This is an optimization exercise on Yosys and OpenROAD, whose aim is small area, not a production implementation.
Function was checked by simulation only, so behaviour that the tests miss may differ from the original.

Design autocorrelation_top, start of the top module:
module autocorrelation_top (
    input  logic               iClock,
    input  logic               rst_n,
    input  logic               sample_valid,
    input  acf_pkg::sample_t   sample,
    output logic               coef_valid,
    output acf_pkg::acf_coef_t coef,
    output logic               block_done,
    output logic               overrun
);
Settings: LEC_CHECK=0, CAP_MARGIN=0, CORE_MARGIN=2, CORE_UTILIZATION=40, SLEW_MARGIN=0, SYNTH_HIERARCHICAL=1, SYNTH_MINIMUM_KEEP_SIZE=0; clock period 7.5 ns.
run.sh (not shown) runs the stock make flow with config.mk's settings and CLKGATE_MAP_FILE= SYNTH_SCRIPT=/design/flow/synth_recipe.tcl, a recipe that flattens the netlist after the stock synthesis.
Rerun with:
--- a/flow/config.mk
+++ b/flow/config.mk
@@ -8 +8 @@
-export CAP_MARGIN = 0
+export CAP_MARGIN = 20
@@ -11 +11 @@
-export SLEW_MARGIN = 0
+export SLEW_MARGIN = 20
Outcome: Register-to-register slack improves by 0.02 ns; die area is unchanged; routed wire length is about the same.

========
## job 101
autocorrelation_top, a different RTL version from the one above (not shown whole).
For scale: about 100 I/O pins, roughly 57000 µm² of cells after synthesis.
clock: 7.5 ns
lec_check: 0
cap_margin: 20
core_margin: 2
core_utilization: 40
cts_buf_list: sky130_fd_sc_hd__clkbuf_4
slew_margin: 20
synth_hierarchical: 1
synth_minimum_keep_size: 0
Edits applied to the flow inputs when going from job 101 to job 102:
--- a/flow/config.mk
+++ b/flow/config.mk
@@ -9,5 +9,4 @@
 export CORE_MARGIN = 2
 export CORE_UTILIZATION = 40
-export CTS_BUF_LIST = sky130_fd_sc_hd__clkbuf_4
 export SLEW_MARGIN = 20
 export SYNTH_HIERARCHICAL = 1
## What came out
All of job 102 and job 101 finish clean.
The sequential cell area share of job 102 and that of job 101 are within noise of each other.
Job 101 has a higher global-route wire length before repair than job 102.
Compared job 102 against job 101; final critical-path share of the clock period within noise.
Summary of job 102 over job 101: via count fell by 839; clock-pin slew on the worst setup and hold paths stayed essentially flat; number of clock-tree buffers in the layout fell by 146.

========
== P ==
autocorrelation_top, a different RTL version from the one above (not shown whole).
For scale: roughly 5100 cells after synthesis, about 100 I/O pins, roughly 55000 um2 of cells after synthesis.
// autocorrelation_top
module autocorrelation_top (
    input  logic               iClock,
    input  logic               rst_n,
    input  logic               sample_valid,
    input  acf_pkg::sample_t   sample,
    output logic               coef_valid,
    output acf_pkg::acf_coef_t coef,
    output logic               block_done,
    output logic               overrun
);
Settings: LEC_CHECK=0, CAP_MARGIN=20, CORE_MARGIN=2, CORE_UTILIZATION=40, CTS_CLUSTER_DIAMETER=80, CTS_CLUSTER_SIZE=20, SLEW_MARGIN=20, SYNTH_HIERARCHICAL=1, SYNTH_MINIMUM_KEEP_SIZE=0; clock period 7.5 ns.
Modified inputs, Q compared to P
# P
export LEC_CHECK = 0
export CAP_MARGIN = 20
export CORE_MARGIN = 2
export CORE_UTILIZATION = 40
export CTS_CLUSTER_DIAMETER = 80
export CTS_CLUSTER_SIZE = 20
export SLEW_MARGIN = 20
export SYNTH_HIERARCHICAL = 1
export SYNTH_MINIMUM_KEEP_SIZE = 0
create_clock -name core_clock -period 7.5 [get_ports {iClock}]
# Q
export LEC_CHECK = 0
export CAP_MARGIN = 20
export CORE_MARGIN = 2
export CORE_UTILIZATION = 40
export SLEW_MARGIN = 20
export SYNTH_HIERARCHICAL = 1
export SYNTH_MINIMUM_KEEP_SIZE = 0
create_clock -name core_clock -period 7.5 [get_ports {iClock}]
[summary]
- Q gives more number of cell instances on the worst register-to-register path than P did.
- Utilization P -> Q: up
- Looking at met1 global-route usage, Q sits above P.
- Re filler cell count in the final layout: Q is 73 down on P.
- [Q] critical path depth fell 1 relative to P
- Going from P to Q, net count of the finished layout grew by 0.47%; fraction of area in registers down 0.37 points.
- Worst setup slack ended up 0.054 ns higher on Q than on P.

========
Setup of the baseline:
autocorrelation_top, a different RTL version from the one above (not shown whole).
Size in the first run: ~5200 cells after synthesis, ~100 I/O pins.
clock: 7.5 ns
lec_check: 0
cap_margin: 20
core_margin: 2
core_utilization: 40
cts_cluster_diameter: 90
cts_cluster_size: 24
slew_margin: 20
synth_hierarchical: 1
synth_minimum_keep_size: 0
Changes in the candidate relative to the baseline:
- a change of CTS_CLUSTER_DIAMETER from 90 to 100
- a change of CTS_CLUSTER_SIZE from 24 to 28
==> flow/flow/run.sh (new file) <==
#!/bin/bash
# The standard layout (standard.sh: standard synthesis, floorplan, placement,
# CTS, routing, finish), with one change: the port buffers that global placement
# inserts are the smallest buffer cell instead of the flow's default choice.
# make's full output goes to flow.log in the work folder; ORFS keeps each
# step's own log under orfs/logs.
set -euo pipefail
export BUFFER_PORTS_ARGS="-buffer_cell sky130_fd_sc_hd__buf_1"
bash standard.sh > flow.log 2>&1
==> flow/standard.sh (new file) <==
#!/bin/bash
# synth_recipe.tcl (not shown) runs the flow's synth.tcl, then flattens the netlist and writes it again
# the make line also repeats each setting of config.mk as NAME=value (left out here)
make -C /OpenROAD-flow-scripts/flow DESIGN_CONFIG=/design/flow/config.mk WORK_HOME=/design/flow/orfs CLKGATE_MAP_FILE= SYNTH_SCRIPT=/design/flow/synth_recipe.tcl "${@:-finish}"
removed: flow/run.sh
Results
~same share of the clock period used by the worst path in the candidate and the baseline. Compared the candidate against the baseline; worst path setup slack after routing within noise. The baseline -> the candidate: initial core utilization flat. Sequential share of layout area, the candidate and the baseline, lower one = the baseline.

## what the ideal ports hide
Ports are ideal in the flow. The routed layouts listed here were re-timed in OpenROAD.
Step 1 assumes that a clkbuf_16 drives the clock port and a buf_2 every other input.
Step 2 also shifts input and output timing later by t, the mid clock arrival at the registers, as if the neighbouring blocks saw the same clock.
a / b / c = ideal ports / drivers / drivers and shift; a / b = the first two.
run | shift t [ns] | setup WS [ns] | clock arrival spread, ns
the first run of note 1 | 0.711 | 0.283 / 0.209 / 0.603 | 0.056 / 0.056
the second run of note 1 | 0.734 | 0.441 / 0.365 / 0.623 | 0.059 / 0.059
job 101 | 1.207 | 0.274 / 0.201 / 0.377 | 0.105 / 0.104
job 102 | 0.755 | 0.269 / 0.189 / 0.308 | 0.056 / 0.056
P | 0.728 | 0.260 / 0.185 / 0.493 | 0.044 / 0.044
Q | 0.754 | 0.314 / 0.237 / 0.316 | 0.043 / 0.043
the baseline | 0.709 | 0.411 / 0.330 / 0.413 | 0.034 / 0.034
the candidate | 0.708 | 0.411 / 0.363 / 0.411 | 0.064 / 0.065
After both steps every run listed still meets setup and hold.
